This design comes from an exercise in tuning for a short achievable clock period and few clock cycles on the open sky130 flow, not from production work.
RTL that was checked went through simulation tests only; none was proved equivalent to the original.

==> inputs of 09-12 <==
==> flow/design.v <==
module multicycle_cobra_core #(
   parameter int XLEN = 32,
   parameter int PC_W = 8
) (
   input  logic            clk,
   input  logic            rst,
   output logic            imem_req,
   output logic [PC_W-1:0] imem_addr,
   input  logic            imem_ack,
   input  logic [31:0]     imem_rdata,
   input  logic            in_valid,
   output logic            in_ready,
   input  logic [XLEN-1:0] in_data,
   output logic [XLEN-1:0] out_data,
   output logic            out_valid
);
   localparam int SH_W = $clog2(XLEN);
   logic              req_q;
   logic [PC_W-1:0]   pc_q;
   logic              e_valid, e_isin, e_isout, e_we, e_mp0, e_mp1;
   logic [1:0]        e_ws;
   logic [4:0]        e_wa;
   logic [PC_W-1:0]   e_pc, e_alt;
   logic [XLEN-1:0]   e_a, e_b, e_imm;
   logic              e_add, e_sub, e_sll, e_srl, e_sra, e_slt, e_sltu, e_xor, e_or, e_and;
   logic              e_feq, e_fne, e_flt, e_fge, e_fltu, e_fgeu;
   logic              e_self, e_immz, e_zk;
   logic              w_we;
   logic [4:0]        w_wa;
   logic [XLEN-1:0]   w_data;
   logic [XLEN-1:0]   rf_q [32];
   logic [31:0]       rf_v;
   logic [XLEN-1:0]   alu_res, e_wdata, addsub, b_eff, shl, shr;
   logic              eq, lt_u, lt_s, flag, mispredict, in_wait, redirect, commit;
   logic [PC_W-1:0]   redirect_pc;
   logic [XLEN:0]     diff;
   assign b_eff  = e_sub ? ~e_b : e_b;
   assign addsub = e_a + b_eff + XLEN'(e_sub);
   assign diff   = {1'b0, e_a} + {1'b0, ~e_b} + (XLEN+1)'(1);
   assign lt_u   = ~diff[XLEN];
   assign lt_s   = lt_u ^ e_a[XLEN-1] ^ e_b[XLEN-1];
   assign eq     = (e_a == e_b);
   assign shl    = e_a << e_b[SH_W-1:0];
   assign shr    = XLEN'($unsigned($signed({e_sra & e_a[XLEN-1], e_a}) >>> e_b[SH_W-1:0]));
   assign alu_res = ({XLEN{e_add | e_sub}} & addsub)
                  | ({XLEN{e_sll}} & shl)
                  | ({XLEN{e_srl | e_sra}} & shr)
                  | ({XLEN{e_xor}} & (e_a ^ e_b))
                  | ({XLEN{e_or}}  & (e_a | e_b))
                  | ({XLEN{e_and}} & (e_a & e_b))
                  | XLEN'((e_slt & lt_s) | (e_sltu & lt_u));
   assign flag = (e_feq & eq) | (e_fne & ~eq) | (e_flt & lt_s) | (e_fge & ~lt_s)
               | (e_fltu & lt_u) | (e_fgeu & ~lt_u);
   assign mispredict  = flag ? e_mp1 : e_mp0;
   assign in_wait     = e_isin & ~in_valid;
   assign redirect    = mispredict | in_wait;
   assign redirect_pc = in_wait ? e_pc : e_alt;
   assign commit      = e_valid & ~in_wait;
   always_comb begin
      case (e_ws)
         2'b11:   e_wdata = alu_res;
         2'b10:   e_wdata = e_imm;
         default: e_wdata = in_data;
      endcase
   end
   assign in_ready = e_isin;
   logic              e_isz, f_fuse;
   logic              fetch_ok, f_pt, f_b, f_c, f_cmp, f_go, f_we;
   logic [1:0]        f_ws;
   logic [4:0]        f_op, f_ra1, f_ra2, f_wa;
   logic [PC_W-1:0]   pc_seq, pc_tgt, pc_next;
   logic [XLEN-1:0]   rd1, rd2, op_a, op_b;
   assign f_b   = imem_rdata[31];
   assign f_c   = imem_rdata[30];
   assign f_ws  = imem_rdata[29:28];
   assign f_op  = imem_rdata[27:23];
   assign f_ra1 = imem_rdata[22:18];
   assign f_ra2 = imem_rdata[17:13];
   assign f_wa  = imem_rdata[4:0];
   assign f_we  = (f_ws != 2'b00) && (f_wa != 5'd0);
   assign f_cmp = (f_op[4:3] == 2'b11) && (f_op[2:1] != 2'b01);
   assign f_pt  = f_b | (f_c & (f_fuse ? (f_op[0] ^ e_isz)
                                       : f_cmp & (imem_rdata[12] | (f_op[2] & f_op[0]))));
   assign e_isz  = (e_ws == 2'b10) ? e_immz : eq;
   assign f_fuse = e_zk && (f_op[4:1] == 4'b1100)
                && (((f_ra1 == e_wa) && (f_ra2 == 5'd0)) || ((f_ra2 == e_wa) && (f_ra1 == 5'd0)));
   assign imem_req  = req_q;
   assign imem_addr = pc_q;
   assign fetch_ok  = req_q & imem_ack;
   assign f_go      = fetch_ok & ~redirect;
   assign pc_seq    = pc_q + PC_W'(1);
   assign pc_tgt    = pc_q + PC_W'($signed(imem_rdata[12:5]));
   always_comb begin
      if (redirect)       pc_next = redirect_pc;
      else if (!fetch_ok) pc_next = pc_q;
      else if (f_pt)      pc_next = pc_tgt;
      else                pc_next = pc_seq;
   end
   assign rf_q[0] = '0;
   assign rf_v[0] = 1'b0;
   genvar gi;
   generate
      for (gi = 1; gi < 32; gi++) begin : g_rf
         logic [XLEN-1:0] r_reg;
         logic            v_reg;
         always_ff @(posedge clk)
            if (w_we && w_wa == 5'(gi)) r_reg <= w_data;
         always_ff @(posedge clk or posedge rst)
            if (rst) v_reg <= 1'b0;
            else if (w_we && w_wa == 5'(gi)) v_reg <= 1'b1;
         assign rf_q[gi] = r_reg;
         assign rf_v[gi] = v_reg;
      end
   endgenerate
   assign rd1  = (w_we && w_wa == f_ra1) ? w_data : (rf_q[f_ra1] & {XLEN{rf_v[f_ra1]}});
   assign rd2  = (w_we && w_wa == f_ra2) ? w_data : (rf_q[f_ra2] & {XLEN{rf_v[f_ra2]}});
   assign op_a = (e_we && e_wa == f_ra1) ? e_wdata : rd1;
   assign op_b = (e_we && e_wa == f_ra2) ? e_wdata : rd2;
   always_ff @(posedge clk or posedge rst) begin
      if (rst) begin
         req_q   <= 1'b0;
         pc_q    <= '0;
         e_valid <= 1'b0;
         e_isin  <= 1'b0;
         e_isout <= 1'b0;
         e_we    <= 1'b0;
         e_mp0   <= 1'b0;
         e_mp1   <= 1'b0;
         e_zk    <= 1'b0;
      end else begin
         req_q   <= 1'b1;
         pc_q    <= pc_next;
         e_valid <= f_go;
         e_isin  <= f_go & (f_ws == 2'b01);
         e_isout <= f_go & (f_ws == 2'b11);
         e_we    <= f_go & f_we;
         e_mp0   <= f_go & (f_b != f_pt);
         e_mp1   <= f_go & ((f_b | f_c) != f_pt);
         e_zk    <= f_go & f_we & ((f_ws == 2'b10)
                                 || ((f_ws == 2'b11) && (f_op == 5'b01000 || f_op == 5'b00100)));
      end
   end
   always_ff @(posedge clk) begin
      e_a    <= op_a;
      e_b    <= op_b;
      e_imm  <= {{(XLEN-23){imem_rdata[27]}}, imem_rdata[27:5]};
      e_ws   <= f_ws;
      e_wa   <= f_wa;
      e_pc   <= pc_q;
      e_alt  <= f_pt ? pc_seq : pc_tgt;
      e_self <= f_b && (imem_rdata[12:5] == 8'd0);
      e_immz <= (imem_rdata[27:5] == 23'd0);
      e_add  <= (f_op == 5'b00000);
      e_sub  <= (f_op == 5'b01000);
      e_sll  <= (f_op == 5'b00001);
      e_slt  <= (f_op == 5'b00010);
      e_sltu <= (f_op == 5'b00011);
      e_xor  <= (f_op == 5'b00100);
      e_srl  <= (f_op == 5'b00101);
      e_sra  <= (f_op == 5'b01101);
      e_or   <= (f_op == 5'b00110);
      e_and  <= (f_op == 5'b00111);
      e_feq  <= (f_op == 5'b11000);
      e_fne  <= (f_op == 5'b11001);
      e_flt  <= (f_op == 5'b11100);
      e_fge  <= (f_op == 5'b11101);
      e_fltu <= (f_op == 5'b11110);
      e_fgeu <= (f_op == 5'b11111);
   end
   always_ff @(posedge clk or posedge rst) begin
      if (rst) begin
         w_we      <= 1'b0;
         out_valid <= 1'b0;
      end else begin
         w_we      <= commit & e_we;
         out_valid <= commit & e_isout;
      end
   end
   always_ff @(posedge clk) begin
      w_wa   <= e_wa;
      w_data <= e_wdata;
   end
   assign out_data = w_data;
endmodule
==> flow/flow/run.sh <==
#!/bin/bash
# Own flow: the standard synthesis unchanged, then the standard layout with
# repair_timing aiming at a larger setup margin (same SDC and clock period).
set -euo pipefail
MARGIN=${MARGIN:-6.6}
bash standard.sh synth > synth.log 2>&1
bash standard.sh SETUP_SLACK_MARGIN=$MARGIN finish > layout.log 2>&1
==> flow/standard.sh <==
#!/bin/bash
# synth_recipe.tcl (not shown) runs the flow's synth.tcl, then flattens the netlist and writes it again
# the make line also repeats each setting of config.mk as NAME=value (left out here)
make -C /OpenROAD-flow-scripts/flow DESIGN_CONFIG=/design/flow/config.mk WORK_HOME=/design/flow/orfs CLKGATE_MAP_FILE= SYNTH_SCRIPT=/design/flow/synth_recipe.tcl "${@:-finish}"
==> flow/config.mk <==
export PLATFORM = sky130hd
export DESIGN_NAME = multicycle_cobra_core
export DESIGN_NICKNAME = multicycle_cobra_core
export VERILOG_FILES = /design/flow/design.v
export SDC_FILE = /design/flow/constraint.sdc
export NUM_CORES = 4
export LEC_CHECK = 0
export ABC_CLOCK_PERIOD_IN_PS = 2000
export CAP_MARGIN = 20
export CORE_MARGIN = 2
export CORE_UTILIZATION = 25
export PLACE_DENSITY = 0.45
export SLEW_MARGIN = 20
==> flow/constraint.sdc <==
create_clock -name core_clock -period 10.0 [get_ports {clk}]
set_input_delay 2.0000 -clock core_clock [delete_from_list [all_inputs] [get_ports {clk}]]
set_output_delay 2.0000 -clock core_clock [all_outputs]
set_load 0.01 [all_outputs]
==> inputs of 06-02, as changes to 09-12 <==
==> flow/design.v (replaced) <==
module multicycle_cobra_core #(
   parameter int XLEN = 32,
   parameter int PC_W = 8
) (
   input  logic            clk,
   input  logic            rst,
   output logic            imem_req,
   output logic [PC_W-1:0] imem_addr,
   input  logic            imem_ack,
   input  logic [31:0]     imem_rdata,
   input  logic            in_valid,
   output logic            in_ready,
   input  logic [XLEN-1:0] in_data,
   output logic [XLEN-1:0] out_data,
   output logic            out_valid
);
   localparam int SH_W = $clog2(XLEN);
   function automatic logic [XLEN:0] ks_add(input logic [XLEN-1:0] a, input logic [XLEN-1:0] b,
                                            input logic cin);
      logic [XLEN-1:0] x, g, p, gn, pn;
      x = a ^ b;
      g = a & b;
      p = x;
      g[0] = g[0] | (p[0] & cin);
      for (int d = 1; d < XLEN; d = d * 2) begin
         gn = g;
         pn = p;
         for (int i = d; i < XLEN; i++) begin
            gn[i] = g[i] | (p[i] & g[i-d]);
            pn[i] = p[i] & p[i-d];
         end
         g = gn;
         p = pn;
      end
      ks_add[0] = x[0] ^ cin;
      for (int i = 1; i < XLEN; i++) ks_add[i] = x[i] ^ g[i-1];
      ks_add[XLEN] = g[XLEN-1];
   endfunction
   logic              req_q;
   logic [PC_W-1:0]   pc_q;
   logic              e_valid, e_isin, e_isout, e_we, e_pt, e_jb, e_jbc;
   logic [4:0]        e_wa;
   logic [PC_W-1:0]   e_pc, e_seq, e_tgt;
   logic [XLEN-1:0]   e_a, e_b, e_imm;
   logic              e_selimm, e_selin, e_add, e_sub, e_sll, e_srl, e_sra, e_slt, e_sltu, e_xor, e_or, e_and;
   logic              e_feq, e_fne, e_flt, e_fge, e_fltu, e_fgeu;
   logic              e_self, e_immz, e_zk;
   logic              w_we;
   logic [4:0]        w_wa;
   logic [XLEN-1:0]   w_data;
   logic [XLEN-1:0]   rf_q [32];
   logic [XLEN-1:0]   e_wdata, alu_res, shl, shr;
   logic [XLEN:0]     sum;
   logic              eq, lt_u, lt_s, flag, mp0, mp1, in_wait, redirect0, redirect1, commit;
   logic [PC_W-1:0]   redirect_pc;
   logic [XLEN:0]     diff;
   assign sum    = ks_add(e_a, e_b, 1'b0);
   assign diff   = ks_add(e_a, ~e_b, 1'b1);
   assign lt_u   = ~diff[XLEN];
   assign lt_s   = lt_u ^ e_a[XLEN-1] ^ e_b[XLEN-1];
   assign eq     = (e_a == e_b);
   assign shl    = e_a << e_b[SH_W-1:0];
   assign shr    = XLEN'($unsigned($signed({e_sra & e_a[XLEN-1], e_a}) >>> e_b[SH_W-1:0]));
   assign alu_res = ({XLEN{e_add}} & sum[XLEN-1:0])
                  | ({XLEN{e_sub}} & diff[XLEN-1:0])
                  | ({XLEN{e_sll}} & shl)
                  | ({XLEN{e_srl | e_sra}} & shr)
                  | ({XLEN{e_xor}} & (e_a ^ e_b))
                  | ({XLEN{e_or}}  & (e_a | e_b))
                  | ({XLEN{e_and}} & (e_a & e_b))
                  | {{(XLEN-1){1'b0}}, (e_slt & lt_s) | (e_sltu & lt_u)};
   assign e_wdata = alu_res | ({XLEN{e_selimm}} & e_imm) | ({XLEN{e_selin}} & in_data);
   assign flag = (e_feq & eq) | (e_fne & ~eq) | (e_flt & lt_s) | (e_fge & ~lt_s)
               | (e_fltu & lt_u) | (e_fgeu & ~lt_u);
   assign mp0         = e_valid & (e_jb ^ e_pt);
   assign mp1         = e_valid & (e_jbc ^ e_pt);
   assign in_wait     = e_isin & ~in_valid;
   assign redirect0   = mp0 | in_wait;
   assign redirect1   = mp1 | in_wait;
   assign redirect_pc = in_wait ? e_pc : (e_pt ? e_seq : e_tgt);
   assign commit      = e_valid & ~in_wait;
   assign in_ready = e_isin;
   logic              e_isz, f_fuse, f_alu;
   logic              fetch_ok, f_pt, f_b, f_c, f_cmp, f_go, f_we;
   logic [1:0]        f_ws;
   logic [4:0]        f_op, f_ra1, f_ra2, f_wa;
   logic [PC_W-1:0]   pc_seq, pc_tgt, pc_norm, pc_next0, pc_next1, pc_next;
   logic [XLEN-1:0]   rd1, rd2, op_a, op_b;
   assign f_b   = imem_rdata[31];
   assign f_c   = imem_rdata[30];
   assign f_ws  = imem_rdata[29:28];
   assign f_op  = imem_rdata[27:23];
   assign f_ra1 = imem_rdata[22:18];
   assign f_ra2 = imem_rdata[17:13];
   assign f_wa  = imem_rdata[4:0];
   assign f_we  = (f_ws != 2'b00) && (f_wa != 5'd0);
   assign f_alu = (f_ws == 2'b11);
   assign f_cmp = (f_op[4:3] == 2'b11) && (f_op[2:1] != 2'b01);
   assign f_pt  = f_b | (f_c & (f_fuse ? (f_op[0] ^ e_isz)
                                       : f_cmp & (imem_rdata[12] | (f_op[2] & f_op[0]))));
   assign e_isz  = e_selimm ? e_immz : eq;
   assign f_fuse = e_zk && (f_op[4:1] == 4'b1100) && (f_ra1 == e_wa) && (f_ra2 == 5'd0);
   assign imem_req  = req_q;
   assign imem_addr = pc_q;
   assign fetch_ok  = req_q & imem_ack;
   assign f_go      = flag ? (fetch_ok & ~redirect1) : (fetch_ok & ~redirect0);
   assign pc_seq    = pc_q + PC_W'(1);
   assign pc_tgt    = pc_q + PC_W'($signed(imem_rdata[12:5]));
   always_comb begin
      if (!fetch_ok)  pc_norm = pc_q;
      else if (f_pt)  pc_norm = pc_tgt;
      else            pc_norm = pc_seq;
      pc_next0 = redirect0 ? redirect_pc : pc_norm;
      pc_next1 = redirect1 ? redirect_pc : pc_norm;
      pc_next  = flag ? pc_next1 : pc_next0;
   end
   assign rf_q[0] = '0;
   genvar gi;
   generate
      for (gi = 1; gi < 32; gi++) begin : g_rf
         logic [XLEN-1:0] r_reg;
         logic            v_reg;
         always_ff @(posedge clk)
            if (w_we && w_wa == 5'(gi)) r_reg <= w_data;
         always_ff @(posedge clk or posedge rst)
            if (rst) v_reg <= 1'b0;
            else if (w_we && w_wa == 5'(gi)) v_reg <= 1'b1;
         assign rf_q[gi] = r_reg & {XLEN{v_reg}};
      end
   endgenerate
   assign rd1  = (w_we && w_wa == f_ra1) ? w_data : rf_q[f_ra1];
   assign rd2  = (w_we && w_wa == f_ra2) ? w_data : rf_q[f_ra2];
   assign op_a = (e_we && e_wa == f_ra1) ? e_wdata : rd1;
   assign op_b = (e_we && e_wa == f_ra2) ? e_wdata : rd2;
   always_ff @(posedge clk or posedge rst) begin
      if (rst) begin
         req_q   <= 1'b0;
         pc_q    <= '0;
         e_valid <= 1'b0;
         e_isin  <= 1'b0;
         e_isout <= 1'b0;
         e_we    <= 1'b0;
         e_zk    <= 1'b0;
      end else begin
         req_q   <= 1'b1;
         pc_q    <= pc_next;
         e_valid <= f_go;
         e_isin  <= f_go & (f_ws == 2'b01);
         e_isout <= f_go & (f_ws == 2'b11);
         e_we    <= f_go & f_we;
         e_zk    <= f_go & f_we & ((f_ws == 2'b10)
                                 || ((f_ws == 2'b11) && (f_op == 5'b01000 || f_op == 5'b00100)));
      end
   end
   always_ff @(posedge clk) begin
      e_a    <= op_a;
      e_b    <= op_b;
      e_imm  <= {{(XLEN-23){imem_rdata[27]}}, imem_rdata[27:5]};
      e_wa   <= f_wa;
      e_pc   <= pc_q;
      e_pt   <= f_pt;
      e_jb   <= f_b;
      e_jbc  <= f_b | f_c;
      e_seq  <= pc_seq;
      e_tgt  <= pc_tgt;
      e_self <= f_b && (imem_rdata[12:5] == 8'd0);
      e_immz <= (imem_rdata[27:5] == 23'd0);
      e_selimm <= (f_ws == 2'b10);
      e_selin  <= (f_ws == 2'b01);
      e_add  <= f_alu & (f_op == 5'b00000);
      e_sub  <= f_alu & (f_op == 5'b01000);
      e_sll  <= f_alu & (f_op == 5'b00001);
      e_slt  <= f_alu & (f_op == 5'b00010);
      e_sltu <= f_alu & (f_op == 5'b00011);
      e_xor  <= f_alu & (f_op == 5'b00100);
      e_srl  <= f_alu & (f_op == 5'b00101);
      e_sra  <= f_alu & (f_op == 5'b01101);
      e_or   <= f_alu & (f_op == 5'b00110);
      e_and  <= f_alu & (f_op == 5'b00111);
      e_feq  <= (f_op == 5'b11000);
      e_fne  <= (f_op == 5'b11001);
      e_flt  <= (f_op == 5'b11100);
      e_fge  <= (f_op == 5'b11101);
      e_fltu <= (f_op == 5'b11110);
      e_fgeu <= (f_op == 5'b11111);
   end
   always_ff @(posedge clk or posedge rst) begin
      if (rst) begin
         w_we      <= 1'b0;
         out_valid <= 1'b0;
      end else begin
         w_we      <= commit & e_we;
         out_valid <= commit & e_isout;
      end
   end
   always_ff @(posedge clk) begin
      w_wa   <= e_wa;
      w_data <= e_wdata;
   end
   always_ff @(posedge clk)
      out_data <= alu_res;
endmodule
==> qor summary <==
                                                                    09-12                     06-02
Area of all sequential standard cells                          34500 um^2                35400 um^2
Worst hold margin                                                0.427 ns                  0.424 ns
Run status                                                 finished clean            finished clean
Number of nets in the finished design                                5470                      6815
Final clock-cell share                                              5.78%                     5.77%
CP max-delay cell                                 sky130_fd_sc_hd__or3b_4  sky130_fd_sc_hd__dfxtp_4
Area of the die                                               235000 um^2               256000 um^2
Post-cts resize count                                                1040                       941
Filler Cells Inserted                                               22300                     25200
Crit path from                                             imem_rdata[17]            e_b[1]$_DFF_P_
Total wirelength of the detailed-routed design                     349 mm                    420 mm
Cell with the most instances after synthesis    sky130_fd_sc_hd__edfxtp_1  sky130_fd_sc_hd__nand3_1
Worst slew slack as a fraction of its limit                         17.1%                     14.4%
Post-synthesis register bit count                                    1205                      1246
Testbench counts of 06-02, summed over its fixed seeds: cycles 83,007.
Only the layout flow was run in 09-12; the RTL was not checked for function there.

[what the ideal ports hide]
Ports are ideal in the flow. The routed layouts listed here were re-timed in OpenROAD.
Step 1 (the two cells are an assumption about what drives the block):
set clk [get_ports {clk}]
set_driving_cell -lib_cell sky130_fd_sc_hd__clkbuf_16 $clk
set_driving_cell -lib_cell sky130_fd_sc_hd__buf_2 [delete_from_list [all_inputs] $clk]
Step 2 times the ports against the registers' clock, not the clock port: input delays grow and output delays shrink by t, the midpoint of the rising clock arrivals with the driver on.
Slacks: ideal ports / drivers / drivers and shift; pairs: ideal ports / drivers.
run | shift t [ns] | slack for setup (ns) | worst register clock-pin slew, ns | cell pins on the clock port's net
09-12 | 0.893 | 6.232 / 6.285 / 5.392 | 0.09 / 0.09 | 1
06-02 | 0.903 | 6.280 / 6.280 / 5.465 | 0.07 / 0.07 | 1
After both steps every run listed still meets setup and hold. For 09-12, which loses most, drivers alone change the setup slack by +0.053 ns; drivers and shift together by -0.840 ns.
